This is an optimization exercise on Yosys and OpenROAD, whose aim is small area, not a production implementation.
Only simulation tests tie the RTL to the original design; equivalence was not proved.
No activity file was given, so power comes from the tool's default toggle rates.

==> wip/amber: inputs <==
Design regfile_multiport, start of the top module:
module regfile_multiport #(
    parameter int XLEN     = 32,
    parameter int NREGS    = 32,
    parameter int NRD      = 2,
    parameter bit ZERO_REG = 1'b1,
    parameter bit BYPASS   = 1'b1,
    localparam int AW      = $clog2(NREGS)
) (
    input  logic                clk,
    input  logic                rst,
    input  logic [NRD*AW-1:0]   raddr,
    output logic [NRD*XLEN-1:0] rdata,
    input  logic                we,
    input  logic [AW-1:0]       waddr,
    input  logic [XLEN-1:0]     wdata,
    input  logic                sb_set,
    input  logic [AW-1:0]       sb_addr,
    input  logic                sb_flush,
    output logic [NREGS-1:0]    busy,
    input  logic                dump_req,
    output logic                dump_valid,
    input  logic                dump_ready,
    output logic [AW-1:0]       dump_addr,
    output logic [XLEN-1:0]     dump_data,
    output logic                dump_last,
    output logic                dump_done
);
==> module regfile_multiport, before the edit <==
module regfile_multiport #(
    parameter int XLEN     = 32,
    parameter int NREGS    = 32,
    parameter int NRD      = 2,
    parameter bit ZERO_REG = 1'b1,
    parameter bit BYPASS   = 1'b1,
    localparam int AW      = $clog2(NREGS)
) (
    input  logic                clk,
    input  logic                rst,
    input  logic [NRD*AW-1:0]   raddr,
    output logic [NRD*XLEN-1:0] rdata,
    input  logic                we,
    input  logic [AW-1:0]       waddr,
    input  logic [XLEN-1:0]     wdata,
    input  logic                sb_set,
    input  logic [AW-1:0]       sb_addr,
    input  logic                sb_flush,
    output logic [NREGS-1:0]    busy,
    input  logic                dump_req,
    output logic                dump_valid,
    input  logic                dump_ready,
    output logic [AW-1:0]       dump_addr,
    output logic [XLEN-1:0]     dump_data,
    output logic                dump_last,
    output logic                dump_done
);
    localparam int            R0       = ZERO_REG ? 1 : 0;
    localparam logic [AW-1:0] LAST_IDX = AW'(NREGS - 1);
    logic [XLEN-1:0]  regs [NREGS];
    logic [NREGS-1:0] wdec;        
    logic [NREGS-1:0] sdec;        
    logic [XLEN-1:0]  wd;          
    logic             wr_en;
    always_comb begin
        for (int r = 0; r < NREGS; r++) begin
            wdec[r] = we     && waddr   == AW'(r);
            sdec[r] = sb_set && sb_addr == AW'(r);
        end
    end
    assign wr_en = we && !(ZERO_REG && waddr == '0);
    assign wd    = wdata & {XLEN{~rst}};
    if (ZERO_REG) begin : g_x0
        assign regs[0] = '0;
    end
    for (genvar r = R0; r < NREGS; r++) begin : g_reg
        logic [XLEN-1:0] q;
        always_ff @(posedge clk) begin
            if (rst || wdec[r]) q <= wd;
        end
        assign regs[r] = q;
    end
    for (genvar p = 0; p < NRD; p++) begin : g_rd
        logic [AW-1:0]    a;
        logic             hit;
        logic [NREGS-1:0] sel;
        logic [XLEN-1:0]  acc;
        assign a   = raddr[p*AW +: AW];
        assign hit = BYPASS && wr_en && waddr == a;
        always_comb begin
            for (int r = 0; r < NREGS; r++) sel[r] = (a == AW'(r)) && !hit;
            sel[0] = hit;
        end
        logic [NREGS*XLEN-1:0] din;
        always_comb begin
            for (int r = 0; r < NREGS; r++) din[r*XLEN +: XLEN] = regs[r];
            din[0 +: XLEN] = wdata;
        end
        rf_aosel #(.XLEN(XLEN), .N(NREGS)) u_sel (.sel(sel), .din(din), .dout(acc));
        assign rdata[p*XLEN +: XLEN] = acc;
    end
    logic [NREGS-1:0] busy_q;
    logic             sb_clr;
    assign sb_clr = rst || sb_flush;
    always_ff @(posedge clk) begin
        for (int r = 0; r < NREGS; r++) begin
            busy_q[r] <= !sb_clr && (sdec[r] || (busy_q[r] && !wdec[r]));
        end
    end
    always_comb begin
        busy = busy_q;
        if (ZERO_REG) busy[0] = 1'b0;
    end
    logic          run, done;
    logic [AW-1:0] idx;
    logic          at_last;
    assign at_last = idx == LAST_IDX;
    always_ff @(posedge clk) begin
        if (rst) begin
            run  <= 1'b0;
            done <= 1'b0;
            idx  <= '0;
        end else begin
            done <= run && dump_ready && at_last;
            if (run) begin
                if (dump_ready) begin
                    if (at_last) run <= 1'b0;
                    idx <= idx + 1'b1;
                end
            end else if (!done && dump_req) begin
                run <= 1'b1;
            end
        end
    end
    logic [XLEN-1:0]       dacc;
    logic [NREGS-1:0]      dsel;
    logic [NREGS*XLEN-1:0] ddin;
    always_comb begin
        for (int r = 0; r < NREGS; r++) dsel[r] = idx == AW'(r);
        dsel[0] = 1'b0;
        for (int r = 0; r < NREGS; r++) ddin[r*XLEN +: XLEN] = regs[r];
    end
    rf_aosel #(.XLEN(XLEN), .N(NREGS)) u_dsel (.sel(dsel), .din(ddin), .dout(dacc));
    assign dump_valid = run;
    assign dump_addr  = idx;
    assign dump_data  = dacc;
    assign dump_last  = run && at_last;
    assign dump_done  = done;
endmodule
==> module rf_aosel, before the edit <==
module rf_aosel #(
    parameter int XLEN = 32,
    parameter int N    = 32
) (
    input  logic [N-1:0]      sel,
    input  logic [N*XLEN-1:0] din,
    output logic [XLEN-1:0]   dout
);
    always_comb begin
        dout = '0;
        for (int i = 0; i < N; i++) dout = dout | ({XLEN{sel[i]}} & din[i*XLEN +: XLEN]);
    end
endmodule
==> flow/config.mk <==
export PLATFORM = sky130hd
export DESIGN_NAME = regfile_multiport
export DESIGN_NICKNAME = regfile_multiport
export VERILOG_FILES = /design/flow/design.v
export SDC_FILE = /design/flow/constraint.sdc
export NUM_CORES = 4
export LEC_CHECK = 0
export CAP_MARGIN = 20
export CORE_MARGIN = 2
export CORE_UTILIZATION = 50
export SLEW_MARGIN = 20
export SYNTH_HIERARCHICAL = 1
==> flow/constraint.sdc <==
create_clock -name core_clock -period 6.5 [get_ports {clk}]
set_input_delay 1.3000 -clock core_clock [delete_from_list [all_inputs] [get_ports {clk}]]
set_output_delay 1.3000 -clock core_clock [all_outputs]
set_load 0.01 [all_outputs]
run.sh (not shown) runs the stock make flow with config.mk's settings and CLKGATE_MAP_FILE= SYNTH_SCRIPT=/design/flow/synth_recipe.tcl, a recipe that flattens the netlist after the stock synthesis.
==> wip/maple: changes against wip/amber <==
==> flow/design.v (replaced) <==
module regfile_multiport #(
    parameter int XLEN     = 32,
    parameter int NREGS    = 32,
    parameter int NRD      = 2,
    parameter bit ZERO_REG = 1'b1,
    parameter bit BYPASS   = 1'b1,
    localparam int AW      = $clog2(NREGS)
) (
    input  logic                clk,
    input  logic                rst,
    input  logic [NRD*AW-1:0]   raddr,
    output logic [NRD*XLEN-1:0] rdata,
    input  logic                we,
    input  logic [AW-1:0]       waddr,
    input  logic [XLEN-1:0]     wdata,
    input  logic                sb_set,
    input  logic [AW-1:0]       sb_addr,
    input  logic                sb_flush,
    output logic [NREGS-1:0]    busy,
    input  logic                dump_req,
    output logic                dump_valid,
    input  logic                dump_ready,
    output logic [AW-1:0]       dump_addr,
    output logic [XLEN-1:0]     dump_data,
    output logic                dump_last,
    output logic                dump_done
);
    localparam logic [1:0]    S_IDLE   = 2'd0;
    localparam logic [1:0]    S_RUN    = 2'd1;
    localparam logic [1:0]    S_DONE   = 2'd2;
    localparam logic [AW-1:0] LAST_IDX = AW'(NREGS - 1);
    logic [XLEN-1:0]  regs [NREGS];
    logic             wr_en;
    logic [NREGS-1:0] busy_next;
    logic [1:0]       state;
    logic [AW-1:0]    idx;
    assign wr_en = we && !(ZERO_REG && waddr == '0);
    always_ff @(posedge clk) begin
        if (rst) begin
            for (int r = 0; r < NREGS; r++) begin
                regs[r] <= '0;
            end
        end else if (wr_en) begin
            regs[waddr] <= wdata;
        end
    end
    always_comb begin
        rdata = '0;
        for (int p = 0; p < NRD; p++) begin
            if (ZERO_REG && raddr[p*AW +: AW] == '0) begin
                rdata[p*XLEN +: XLEN] = '0;
            end else if (BYPASS && wr_en && waddr == raddr[p*AW +: AW]) begin
                rdata[p*XLEN +: XLEN] = wdata;
            end else begin
                rdata[p*XLEN +: XLEN] = regs[raddr[p*AW +: AW]];
            end
        end
    end
    always_comb begin
        busy_next = busy;
        for (int r = 0; r < NREGS; r++) begin
            if (sb_flush) begin
                busy_next[r] = 1'b0;
            end else if (sb_set && sb_addr == AW'(r)) begin
                busy_next[r] = 1'b1;
            end else if (we && waddr == AW'(r)) begin
                busy_next[r] = 1'b0;
            end
        end
        if (ZERO_REG) begin
            busy_next[0] = 1'b0;
        end
    end
    always_ff @(posedge clk) begin
        if (rst) begin
            busy <= '0;
        end else begin
            busy <= busy_next;
        end
    end
    always_ff @(posedge clk) begin
        if (rst) begin
            state <= S_IDLE;
            idx   <= '0;
        end else begin
            case (state)
                S_IDLE: begin
                    if (dump_req) begin
                        state <= S_RUN;
                        idx   <= '0;
                    end
                end
                S_RUN: begin
                    if (dump_ready) begin
                        if (idx == LAST_IDX) begin
                            state <= S_DONE;
                        end
                        idx <= idx + 1'b1;
                    end
                end
                S_DONE: begin
                    state <= S_IDLE;
                end
                default: begin
                    state <= S_IDLE;
                end
            endcase
        end
    end
    assign dump_valid = (state == S_RUN);
    assign dump_addr  = idx;
    assign dump_data  = regs[idx];
    assign dump_last  = dump_valid && (idx == LAST_IDX);
    assign dump_done  = (state == S_DONE);
endmodule
- CORE_UTILIZATION: 50 -> 35
- SYNTH_HIERARCHICAL: 1 -> unset
==> results.txt <==
metric                                                                wip/maple        wip/amber
Outcome                                        no timing/DRC/antenna violations  failed layout checks
Layout check failures                                                         -     setup timing
Worst setup path endpoint                                             rdata[31]         rdata[8]
Synth warnings                                                                1                9
Post-layout min period                                                  6.23 ns          6.64 ns
Simple-gate portion of the synthesized area                               12.3%            8.52%
Sequential fraction of the synthesis area                                 48.6%            61.9%
Cell type taking the most area                                multi-input gates        registers
Count of fill cells added during filler insertion                         16900             7512
Share of the cycle needed by the critical path after routing              95.8%             102%
Cell area power density                                              240 mW/mm²       282 mW/mm²
Inverters                                                                     2                4
Final worst setup slack                                                0.272 ns        -0.139 ns
Total buffers and inverters traversed by the critical path                    5                4
Final antenna diode count                                                    12                9
Net Switching                                                           4.93 mW          4.43 mW
Setup slack on the worst flop-to-flop path                              5.07 ns          4.20 ns
Clock buffer and inverter area fraction after layout                      5.04%            6.33%
Multi-input gate share of the layout cell area                            42.5%            31.2%
Length of the first detailed-routing pass in iterations                       6               11
Overall die height                                                       435 µm           318 µm
Place WS                                                               0.389 ns        -0.113 ns
Number of sinks on the clock net                                           1067             1030
Sequential cell area in the final layout                             0.0316 mm²       0.0305 mm²

## static timing again, ports no longer ideal
In the flow no input, the clock included, has a driving cell. The finished layouts below were timed again as built, in two steps.
Step 1: set_driving_cell puts a clkbuf_16 on clk and a buf_2 on each other input, an assumption about the parent block.
Step 2 also shifts input and output timing later by t, the mid clock arrival at the registers, as if the neighbouring blocks saw the same clock.
Slacks: ideal / step 1 / step 2; pairs: ideal / step 1.
run | t (ns) | slack for setup (ns) | hold slack, ns | worst setup path after step 2 | worst data-port slew with drivers (ns)
wip/amber | 0.793 | -0.139 / -0.163 / -0.163 | 0.474 / 0.474 / 0.474 | input to output | 0.20
wip/maple | 0.851 | 0.272 / 0.230 / 0.230 | 0.479 / 0.479 / 0.479 | input to output | 0.27
For wip/maple, which loses most, drivers alone change the setup slack by -0.042 ns; drivers and shift together by -0.042 ns.
